This design comes from an exercise in tuning for small area, a short achievable clock period and few clock cycles on the open sky130 flow, not from production work. In this exercise RTL edits were held to simulation tests only and were not proved equivalent to the original. No activity file was given, so power comes from the tool's default toggle rates.

File: design/flow/constraint.sdc
create_clock -name core_clock -period 10.0 [get_ports {SPI_CLK}]
set_input_delay 2.0000 -clock core_clock [delete_from_list [all_inputs] [get_ports {SPI_CLK}]]
set_output_delay 2.0000 -clock core_clock [all_outputs]
set_load 0.01 [all_outputs]
File: design/flow/run.sh
#!/bin/bash
# synth_recipe.tcl (not shown) runs the flow's synth.tcl, then flattens the netlist and writes it again
# the make line also repeats each setting of config.mk as NAME=value (left out here)
make -C /OpenROAD-flow-scripts/flow DESIGN_CONFIG=/design/flow/config.mk WORK_HOME=/design/flow/orfs CLKGATE_MAP_FILE= SYNTH_SCRIPT=/design/flow/synth_recipe.tcl finish
File: design/flow/design.v
`default_nettype none
package dither_pkg;
    localparam int MAX_DIM   = 16;
    localparam int ADDR_W    = $clog2(MAX_DIM * MAX_DIM);
    localparam int PIXEL_W   = 8;
    localparam int BIT_CNT_W = 3;
    localparam int DIM_W     = $clog2(MAX_DIM + 1);
    typedef logic [PIXEL_W-1:0] pixel_t;
    typedef logic [ADDR_W-1:0]  addr_t;
    typedef struct packed {
        logic [DIM_W-1:0] width;
        logic [DIM_W-1:0] height;
        logic [ADDR_W:0]  pixel_count;
    } frame_dims_t;
    typedef struct packed {
        logic   en;
        addr_t  addr;
        pixel_t data;
    } mem_wr_t;
    typedef struct packed {
        logic  en;
        addr_t addr;
    } mem_rd_t;
    typedef enum logic [1:0] {
        PH_LOAD,
        PH_PROCESS,
        PH_READOUT
    } phase_t;
    localparam logic [3:0] WEIGHT_E  = 4'd7;
    localparam logic [3:0] WEIGHT_SW = 4'd3;
    localparam logic [3:0] WEIGHT_S  = 4'd5;
    localparam logic [3:0] WEIGHT_SE = 4'd1;
    localparam pixel_t THRESHOLD = 8'd128;
endpackage
`default_nettype wire
`timescale 1ns/1ps
`default_nettype none
module spi_pixel_rx (
    input  logic                    SPI_CLK,
    input  logic                    rst,
    input  logic                    SPI_CS,
    input  logic                    SPI_MOSI,
    input  dither_pkg::phase_t      phase,
    output dither_pkg::mem_wr_t     rx_wr,
    output dither_pkg::frame_dims_t dims,
    output logic                    load_done
);
    typedef enum logic [1:0] {
        RX_WIDTH,
        RX_HEIGHT,
        RX_PIXELS
    } rx_stage_t;
    rx_stage_t            stage;
    logic [dither_pkg::BIT_CNT_W-1:0] bit_cnt;
    logic [dither_pkg::PIXEL_W-2:0]   shift_reg;
    dither_pkg::addr_t                wr_addr;
    logic                 bit_take;
    logic                 byte_end;
    dither_pkg::pixel_t               rx_byte;
    logic [2*dither_pkg::DIM_W-1:0]   area;
    logic                 last_pixel;
    assign bit_take = !SPI_CS && (phase == dither_pkg::PH_LOAD);
    assign byte_end = bit_take && (bit_cnt == '1);
    assign rx_byte = {shift_reg, SPI_MOSI};
    assign area = dims.width * rx_byte[dither_pkg::DIM_W-1:0];
    assign last_pixel = ({1'b0, wr_addr} == dims.pixel_count - 1'b1);
    always_ff @(posedge SPI_CLK) begin
        if (bit_take) begin
            shift_reg <= rx_byte[dither_pkg::PIXEL_W-2:0];
        end
    end
    always_ff @(posedge SPI_CLK or posedge rst) begin
        if (rst) begin
            stage     <= RX_WIDTH;
            bit_cnt   <= '0;
            wr_addr   <= '0;
            rx_wr     <= '0;
            dims      <= '0;
            load_done <= 1'b0;
        end else begin
            rx_wr.en  <= 1'b0;
            load_done <= 1'b0;
            if (bit_take) begin
                bit_cnt <= bit_cnt + 1'b1;
            end
            if (byte_end) begin
                case (stage)
                    RX_WIDTH: begin
                        dims.width <= rx_byte[dither_pkg::DIM_W-1:0];
                        stage      <= RX_HEIGHT;
                    end
                    RX_HEIGHT: begin
                        dims.height      <= rx_byte[dither_pkg::DIM_W-1:0];
                        dims.pixel_count <= area[dither_pkg::ADDR_W:0];
                        wr_addr          <= '0;
                        stage            <= RX_PIXELS;
                    end
                    default: begin
                        rx_wr.en   <= 1'b1;
                        rx_wr.addr <= wr_addr;
                        rx_wr.data <= rx_byte;
                        wr_addr    <= wr_addr + 1'b1;
                        if (last_pixel) begin
                            load_done <= 1'b1;
                            stage     <= RX_WIDTH;
                        end
                    end
                endcase
            end
        end
    end
endmodule
`default_nettype wire
`timescale 1ns/1ps
`default_nettype none
module frame_buffer (
    input  logic                SPI_CLK,
    input  logic                rst,
    input  dither_pkg::mem_wr_t rx_wr,
    input  dither_pkg::mem_wr_t eng_wr,
    input  dither_pkg::mem_rd_t eng_rd,
    input  dither_pkg::mem_rd_t tx_rd,
    input  logic                load_done,
    input  logic                process_done,
    input  logic                readout_done,
    output dither_pkg::pixel_t  rd_data,
    output dither_pkg::phase_t  phase,
    output logic                frame_ready
);
    dither_pkg::pixel_t  mem [dither_pkg::MAX_DIM*dither_pkg::MAX_DIM];
    dither_pkg::phase_t  phase_next;
    dither_pkg::mem_wr_t wr_req;
    dither_pkg::mem_rd_t rd_req;
    always_comb begin
        phase_next = phase;
        case (phase)
            dither_pkg::PH_LOAD: begin
                if (load_done) begin
                    phase_next = dither_pkg::PH_PROCESS;
                end
            end
            dither_pkg::PH_PROCESS: begin
                if (process_done) begin
                    phase_next = dither_pkg::PH_READOUT;
                end
            end
            dither_pkg::PH_READOUT: begin
                if (readout_done) begin
                    phase_next = dither_pkg::PH_LOAD;
                end
            end
            default: phase_next = dither_pkg::PH_LOAD;
        endcase
    end
    always_ff @(posedge SPI_CLK or posedge rst) begin
        if (rst) begin
            phase       <= dither_pkg::PH_LOAD;
            frame_ready <= 1'b0;
        end else begin
            phase       <= phase_next;
            frame_ready <= (phase_next == dither_pkg::PH_READOUT);
        end
    end
    always_comb begin
        wr_req = '0;
        rd_req = '0;
        case (phase)
            dither_pkg::PH_LOAD: begin
                wr_req = rx_wr;
            end
            dither_pkg::PH_PROCESS: begin
                wr_req = eng_wr;
                rd_req = eng_rd;
            end
            dither_pkg::PH_READOUT: begin
                rd_req = tx_rd;
            end
            default: begin
                wr_req = '0;
                rd_req = '0;
            end
        endcase
    end
    always_ff @(posedge SPI_CLK) begin
        if (wr_req.en) begin
            mem[wr_req.addr] <= wr_req.data;
        end
        if (rd_req.en) begin
            rd_data <= mem[rd_req.addr];
        end
    end
endmodule
`default_nettype wire
`timescale 1ns/1ps
`default_nettype none
module dither_engine (
    input  logic                    SPI_CLK,
    input  logic                    rst,
    input  dither_pkg::phase_t      phase,
    input  dither_pkg::frame_dims_t dims,
    input  dither_pkg::pixel_t      rd_data,
    output dither_pkg::mem_wr_t     eng_wr,
    output dither_pkg::mem_rd_t     eng_rd,
    output logic                    process_done
);
    typedef enum logic [2:0] {
        S_IDLE,
        S_FETCH,
        S_QUANT,
        S_EAST,
        S_SWEST,
        S_SOUTH,
        S_SEAST,
        S_DONE
    } eng_state_t;
    eng_state_t       state;
    dither_pkg::addr_t            idx;
    logic [dither_pkg::DIM_W-1:0] col;
    logic [dither_pkg::DIM_W-1:0] row;
    dither_pkg::pixel_t           err;
    dither_pkg::pixel_t           quant;
    logic             first_col;
    logic             last_col;
    logic             last_row;
    logic             last_pix;
    logic             e_ok;
    logic             sw_ok;
    logic             s_ok;
    logic             se_ok;
    dither_pkg::addr_t            addr_e;
    dither_pkg::addr_t            addr_sw;
    dither_pkg::addr_t            addr_s;
    dither_pkg::addr_t            addr_se;
    logic [3:0]       weight;
    logic [11:0]      spread;
    dither_pkg::pixel_t           updated;
    assign quant = (rd_data >= dither_pkg::THRESHOLD) ? {dither_pkg::PIXEL_W{1'b1}} : '0;
    assign first_col = (col == '0);
    assign last_col  = (col == dims.width - 1'b1);
    assign last_row  = (row == dims.height - 1'b1);
    assign last_pix  = ({1'b0, idx} == dims.pixel_count - 1'b1);
    assign e_ok  = !last_col;
    assign sw_ok = !last_row && !first_col;
    assign s_ok  = !last_row;
    assign se_ok = !last_row && !last_col;
    assign addr_e  = idx + 1'b1;
    assign addr_s  = idx + dither_pkg::addr_t'(dims.width);
    assign addr_sw = addr_s - 1'b1;
    assign addr_se = addr_s + 1'b1;
    always_comb begin
        case (state)
            S_EAST:  weight = dither_pkg::WEIGHT_E;
            S_SWEST: weight = dither_pkg::WEIGHT_SW;
            S_SOUTH: weight = dither_pkg::WEIGHT_S;
            default: weight = dither_pkg::WEIGHT_SE;
        endcase
    end
    assign spread  = 12'(err) * 12'(weight);
    assign updated = rd_data + spread[11:4];
    always_comb begin
        eng_wr = '0;
        eng_rd = '0;
        case (state)
            S_FETCH: begin
                eng_rd.en   = 1'b1;
                eng_rd.addr = idx;
            end
            S_QUANT: begin
                eng_wr.en   = 1'b1;
                eng_wr.addr = idx;
                eng_wr.data = quant;
                eng_rd.en   = e_ok;
                eng_rd.addr = addr_e;
            end
            S_EAST: begin
                eng_wr.en   = e_ok;
                eng_wr.addr = addr_e;
                eng_wr.data = updated;
                eng_rd.en   = sw_ok;
                eng_rd.addr = addr_sw;
            end
            S_SWEST: begin
                eng_wr.en   = sw_ok;
                eng_wr.addr = addr_sw;
                eng_wr.data = updated;
                eng_rd.en   = s_ok;
                eng_rd.addr = addr_s;
            end
            S_SOUTH: begin
                eng_wr.en   = s_ok;
                eng_wr.addr = addr_s;
                eng_wr.data = updated;
                eng_rd.en   = se_ok;
                eng_rd.addr = addr_se;
            end
            S_SEAST: begin
                eng_wr.en   = se_ok;
                eng_wr.addr = addr_se;
                eng_wr.data = updated;
                eng_rd.en   = 1'b1;
                eng_rd.addr = last_pix ? '0 : addr_e;
            end
            default: begin
                eng_wr = '0;
                eng_rd = '0;
            end
        endcase
    end
    always_ff @(posedge SPI_CLK or posedge rst) begin
        if (rst) begin
            state <= S_IDLE;
            idx   <= '0;
            col   <= '0;
            row   <= '0;
        end else begin
            case (state)
                S_IDLE: begin
                    idx <= '0;
                    col <= '0;
                    row <= '0;
                    if (phase == dither_pkg::PH_PROCESS) begin
                        state <= S_FETCH;
                    end
                end
                S_FETCH: state <= S_QUANT;
                S_QUANT: state <= S_EAST;
                S_EAST:  state <= S_SWEST;
                S_SWEST: state <= S_SOUTH;
                S_SOUTH: state <= S_SEAST;
                S_SEAST: begin
                    if (last_pix) begin
                        state <= S_DONE;
                    end else begin
                        state <= S_QUANT;
                        idx   <= idx + 1'b1;
                        if (last_col) begin
                            col <= '0;
                            row <= row + 1'b1;
                        end else begin
                            col <= col + 1'b1;
                        end
                    end
                end
                default: state <= S_IDLE;
            endcase
        end
    end
    always_ff @(posedge SPI_CLK) begin
        if (state == S_QUANT) begin
            err <= rd_data - quant;
        end
    end
    assign process_done = (state == S_DONE);
endmodule
`default_nettype wire
`timescale 1ns/1ps
`default_nettype none
module spi_pixel_tx (
    input  logic                    SPI_CLK,
    input  logic                    rst,
    input  logic                    SPI_CS,
    input  dither_pkg::phase_t      phase,
    input  dither_pkg::frame_dims_t dims,
    input  dither_pkg::pixel_t      rd_data,
    output dither_pkg::mem_rd_t     tx_rd,
    output logic                    SPI_MISO,
    output logic                    readout_done
);
    dither_pkg::pixel_t               shift_reg;
    logic [dither_pkg::BIT_CNT_W-1:0] bit_cnt;
    logic [dither_pkg::ADDR_W:0]      byte_cnt;
    logic [dither_pkg::ADDR_W:0]      next_byte;
    logic                 last_byte;
    logic                 shift_en;
    assign next_byte = byte_cnt + 1'b1;
    assign last_byte = (next_byte == dims.pixel_count);
    assign shift_en = (phase == dither_pkg::PH_READOUT) && !SPI_CS && !readout_done;
    always_comb begin
        tx_rd.en   = (bit_cnt == dither_pkg::BIT_CNT_W'(dither_pkg::PIXEL_W - 2)) && !last_byte;
        tx_rd.addr = next_byte[dither_pkg::ADDR_W-1:0];
    end
    always_ff @(posedge SPI_CLK or posedge rst) begin
        if (rst) begin
            bit_cnt      <= '0;
            byte_cnt     <= '0;
            readout_done <= 1'b0;
        end else begin
            readout_done <= 1'b0;
            if (phase != dither_pkg::PH_READOUT) begin
                bit_cnt  <= '0;
                byte_cnt <= '0;
            end else if (shift_en) begin
                bit_cnt <= bit_cnt + 1'b1;
                if (bit_cnt == '1) begin
                    byte_cnt <= next_byte;
                    if (last_byte) begin
                        readout_done <= 1'b1;
                    end
                end
            end
        end
    end
    always_ff @(posedge SPI_CLK) begin
        if (phase != dither_pkg::PH_READOUT) begin
            shift_reg <= rd_data;
        end else if (shift_en) begin
            if (bit_cnt == '1) begin
                shift_reg <= rd_data;
            end else begin
                shift_reg <= {shift_reg[dither_pkg::PIXEL_W-2:0], 1'b0};
            end
        end
    end
    assign SPI_MISO = (phase == dither_pkg::PH_READOUT) && shift_reg[dither_pkg::PIXEL_W-1];
endmodule
`default_nettype wire
`timescale 1ns/1ps
`default_nettype none
module dither_spi_top (
    input  logic SPI_CLK,
    input  logic rst,
    input  logic SPI_CS,
    input  logic SPI_MOSI,
    output logic SPI_MISO,
    output logic frame_ready
);
    dither_pkg::mem_wr_t     rx_wr;
    dither_pkg::mem_wr_t     eng_wr;
    dither_pkg::mem_rd_t     eng_rd;
    dither_pkg::mem_rd_t     tx_rd;
    dither_pkg::frame_dims_t dims;
    dither_pkg::phase_t      phase;
    dither_pkg::pixel_t      rd_data;
    logic        load_done;
    logic        process_done;
    logic        readout_done;
    spi_pixel_rx u_rx (
        .SPI_CLK   (SPI_CLK),
        .rst       (rst),
        .SPI_CS    (SPI_CS),
        .SPI_MOSI  (SPI_MOSI),
        .phase     (phase),
        .rx_wr     (rx_wr),
        .dims      (dims),
        .load_done (load_done)
    );
    frame_buffer u_buf (
        .SPI_CLK      (SPI_CLK),
        .rst          (rst),
        .rx_wr        (rx_wr),
        .eng_wr       (eng_wr),
        .eng_rd       (eng_rd),
        .tx_rd        (tx_rd),
        .load_done    (load_done),
        .process_done (process_done),
        .readout_done (readout_done),
        .rd_data      (rd_data),
        .phase        (phase),
        .frame_ready  (frame_ready)
    );
    dither_engine u_eng (
        .SPI_CLK      (SPI_CLK),
        .rst          (rst),
        .phase        (phase),
        .dims         (dims),
        .rd_data      (rd_data),
        .eng_wr       (eng_wr),
        .eng_rd       (eng_rd),
        .process_done (process_done)
    );
    spi_pixel_tx u_tx (
        .SPI_CLK      (SPI_CLK),
        .rst          (rst),
        .SPI_CS       (SPI_CS),
        .phase        (phase),
        .dims         (dims),
        .rd_data      (rd_data),
        .tx_rd        (tx_rd),
        .SPI_MISO     (SPI_MISO),
        .readout_done (readout_done)
    );
endmodule
`default_nettype wire
File: design/flow/config.mk
export PLATFORM = sky130hd
export DESIGN_NAME = dither_spi_top
export DESIGN_NICKNAME = dither_spi_top
export VERILOG_FILES = /design/flow/design.v
export SDC_FILE = /design/flow/constraint.sdc
export NUM_CORES = 4
export LEC_CHECK = 0
export CAP_MARGIN = 20
export CORE_MARGIN = 2
export CORE_UTILIZATION = 40
export SLEW_MARGIN = 20
export SYNTH_MEMORY_MAX_BITS = 4096
==> impl_results.md <==
- Syn Nets: 6,998
- Syn Inst Count: 6,910
- Most frequent cell after synthesis: edfxtp_1
- Max-slew headroom: 16.2%
- Final net count: 6,875
- Total die area: 233,000 um^2
- Worst setup SP type: flop
- H-tree depth: 4
- Top_reg_cell synth: edfxtp_1
- # DRC: 0
- Max FFs per register: 2,048
- Share of the synthesized area in the top cell type: 68.2%
- Kind of critical path: flop to flop
- CTS root buffer: clkbuf_16
- Most flop-heavy register: u_buf.mem
- Drt pass-1 iters: 6
- Final min period: 7430 ps
- Final wirelength: 300,000 um
- GP Congestion: 0.903
- Sequential area share after synthesis: 70.6%
- Total GRT Usage: 25.3%
- Layout cells sized above 1: 7.65%
- Setup crit end kind: flop
- WP data arrival: 8030 ps
- Synthesized area per cell: 13.2 um^2
- Final hold vios: 0
- Iteration-0 DRC Markers: 8,852
- Initial Util: 40.2%
- Initial antenna violation count: 10
- Setup Viol. Count Final: 0
- Clk sinks: 2,166
- Gr ovfl total: 0
- Post-route clock period utilization: 74.3%
- CTS Buffer Depth: 3
- Final HPWL DP: 177,000 um
- Die Wd: 482 um
- Synth cell types: 105
- Number of buffers added on ports: 5
- Status: no timing/DRC/antenna violations
- Area contributors post-synth: edfxtp_1, nand2_1, dfrtp_1
- Reg2reg setup slack: 2570 ps
- Die Ht: 482 um
- TritonCTS Buffers: 219
- Fillers: 20,188
- Cell area after synthesis: 91,500 um^2
- P per Cell Area: 224 nW/um^2
- Antenna-violating nets left: 0
- Post-Layout Cell Count: 9,981
- Synthesis-stage register bit count: 2,166
- CTS tree: done
- Top flop regs: u_buf.mem x2048, u_rx.dims x19, u_rx.rx_wr x17
- Lkg Pwr: 32.5 nW
- Post-CTS setup buffer count: 0
- Post-synth top cells: edfxtp_1, nand2_1, nor2_1
- Slew @ Worst Pin: 1250 ps
- Max Clock Skew: 58.3 ps
- P&R area growth vs syn: 11.3%
- Post-synth ARST share: 4.02%
- Max Cap Viol: 0
- Vias/cell: 6.14
- CP required: 10,600 ps
- Area post-placement: 94,900 um^2
- Unrepaired setup endpoints after global routing: false
- CTS Hold Bufs: 0
- Setup WS post-layout: 2570 ps
- Setup tns final: 0 ps
- Max frequency: 135 MHz
- Site Rows: 175
- Max FO, Critical Path: 25
- First-pass GRT wire length: 429,000 um
- Power Total: 22.9 mW
- Worst skew pair latency: 900 ps
- Vias after detailed routing: 61,269
- Peak supply drop: 0.000192 V
- Core area: 227,000 um^2
- Vias in the first global route: 57,830
- Resized cells post-CTS: 0
- Largest net degree at the start of global routing: 157
- Clock-pin slew on the worst setup and hold paths: 60 ps
- YS warnings: 4
- Boundary Pins: 6
- Post-synth EDFFs: 2,079
- Hold crit path type: flop to flop
- WL/cell: 30.0 um
- Post-Place Worst Slack: 2720 ps
- Synth area leader: edfxtp_1
- Pins over their slew limit: 0
- Placed Cells: 9,572
- Design Area, Final: 102,000 um^2
==> area by class of cell <==
type / instances / area, um^2 / area share (%)
Sequential cell: 2166 / 64600 / 63.4
Clock buffer: 265 / 5670 / 5.57
Tap cell: 3009 / 3760 / 3.70
Inverter: 86 / 332 / 0.326
Multi-Input combinational cell: 4170 / 24800 / 24.3
Timing Repair Buffer: 144 / 1440 / 1.41
Clock inverter: 136 / 1250 / 1.23
Antenna cell: 5 / 12.5 / 0.0123
==> critical path, stage by stage, from the launching register on <==
cell and delay [ps]:
dfrtp_1 520, ha_1 280, fa_1 670, ha_1 280, mux2_2 280, a22oi_1 160
a2bb2oi_1 130, a32oi_1 540, a21boi_4 780, buf_4 520, nor2_4 310, buf_4 370
nand2_1 420, o32ai_1 170, a2111oi_0 400, o21ai_0 360, a311oi_1 750, o22ai_1 170
==> power breakdown <==
group	internal (mW)	switching, mW	leakage, nW
Combinational	0.803	2.63	8.98
Sequential	11.2	0.191	20.2
Clock	4.48	3.57	3.37
==> layer usage <==
layer,vias to the layer above,global-route usage [%],part of all wire [%]
met3,603,5.94,11
met1,30995,34.9,40
met4,6,10.2,4.3
met5,-,0,0.015
li1,26090,-,-
met2,3575,38.6,45
==> cells in the final DEF (no fill, tap or decap), types with 26 or more instances in the layout <==
| master | netlist | routed |
|---|---|---|
| edfxtp_1 | 2079 | 2079 |
| nand2_1 | 961 | 949 |
| nor2_1 | 443 | 431 |
| o21ai_0 | 410 | 410 |
| or3_1 | 295 | 295 |
| a21oi_1 | 255 | 254 |
| nand3_1 | 225 | 225 |
| clkbuf_16 | 0 | 220 |
| mux2i_1 | 197 | 197 |
| o22ai_1 | 172 | 171 |
| nor3_1 | 134 | 134 |
| o211ai_1 | 132 | 132 |
| buf_4 | 15 | 109 |
| dfrtp_1 | 87 | 87 |
| inv_1 | 85 | 83 |
| a31oi_1 | 69 | 68 |
| ha_1 | 67 | 66 |
| xnor2_1 | 65 | 65 |
| clkinv_1 | 1 | 65 |
| a32oi_1 | 62 | 62 |
| nor4_1 | 51 | 51 |
| o221ai_1 | 49 | 48 |
| clkbuf_1 | 263 | 46 |
| nand4_1 | 45 | 45 |
| xor2_1 | 44 | 44 |
| clkinv_2 | 0 | 34 |
| and2_1 | 30 | 30 |
| nand2b_1 | 29 | 29 |
| and3_1 | 27 | 27 |
| buf_12 | 0 | 27 |
| a311oi_1 | 26 | 26 |
==> logic make-up (layout without fill, tap and decap cells) <==
logic type,after synthesis,after routing,share of synthesized area (%)
xor+xnor,110,110,1.07
compound gates,1440,1440,10.2
fa+ha+maj,84,84,1.29
buf+inv,574,631,2.70
other cells,0,5,0
simple gates,2313,2313,11.6
mux,223,223,2.56
flops,2166,2166,70.6
==> worst paths after layout <==
check | startpoint | end | depth (start not counted)
worst min-delay path | u_rx.shift_reg[6] | u_rx.rx_wr[7] | 2
worst max register to register | u_eng.idx[0] | u_buf.rd_data[4] | 17
max in group asynchronous | rst | u_rx.rx_wr[9] | 3
worst min register to register | u_rx.shift_reg[6] | u_rx.rx_wr[7] | 2
worst max-delay path | u_eng.idx[0] | u_buf.rd_data[4] | 17
min in group asynchronous | rst | u_buf.frame_ready | 2
==> metrics by stage <==
step / hold slack, ps / utilization [%]
2_1_floorplan: 415 / -
5_1_grt: 465 / 44.8
3_5_place_dp: 432 / 41.7
3_3_place_gp: 428 / 41.7
6_report: 441 / 44.8
4_1_cts: 445 / 44.8
Testbench counts, summed over its fixed seeds: cycles 288,185.

separate check: timing with driven ports:
No port has a modelled driver above. Below, the same layout with a new extraction and two added sets of constraints.
Step 1, drivers: a clkbuf_16 drives SPI_CLK and a buf_2 each remaining input, both assumed.
Step 2, shift: input delay + t, output delay - t, t = (earliest + latest rising clock arrival at the registers) / 2. This alone moves slack from input paths to output paths.
Three values: no drivers, after step 1, after step 2; two values: the first two.
t, ns: 0.968
slack for setup (ns): 2.571 / 2.571 / 2.571
worst setup path at the end: register to register
After both steps setup and hold are still met in this run. For this run, drivers alone change the setup slack by 0.000 ns; drivers and shift together by 0.000 ns.
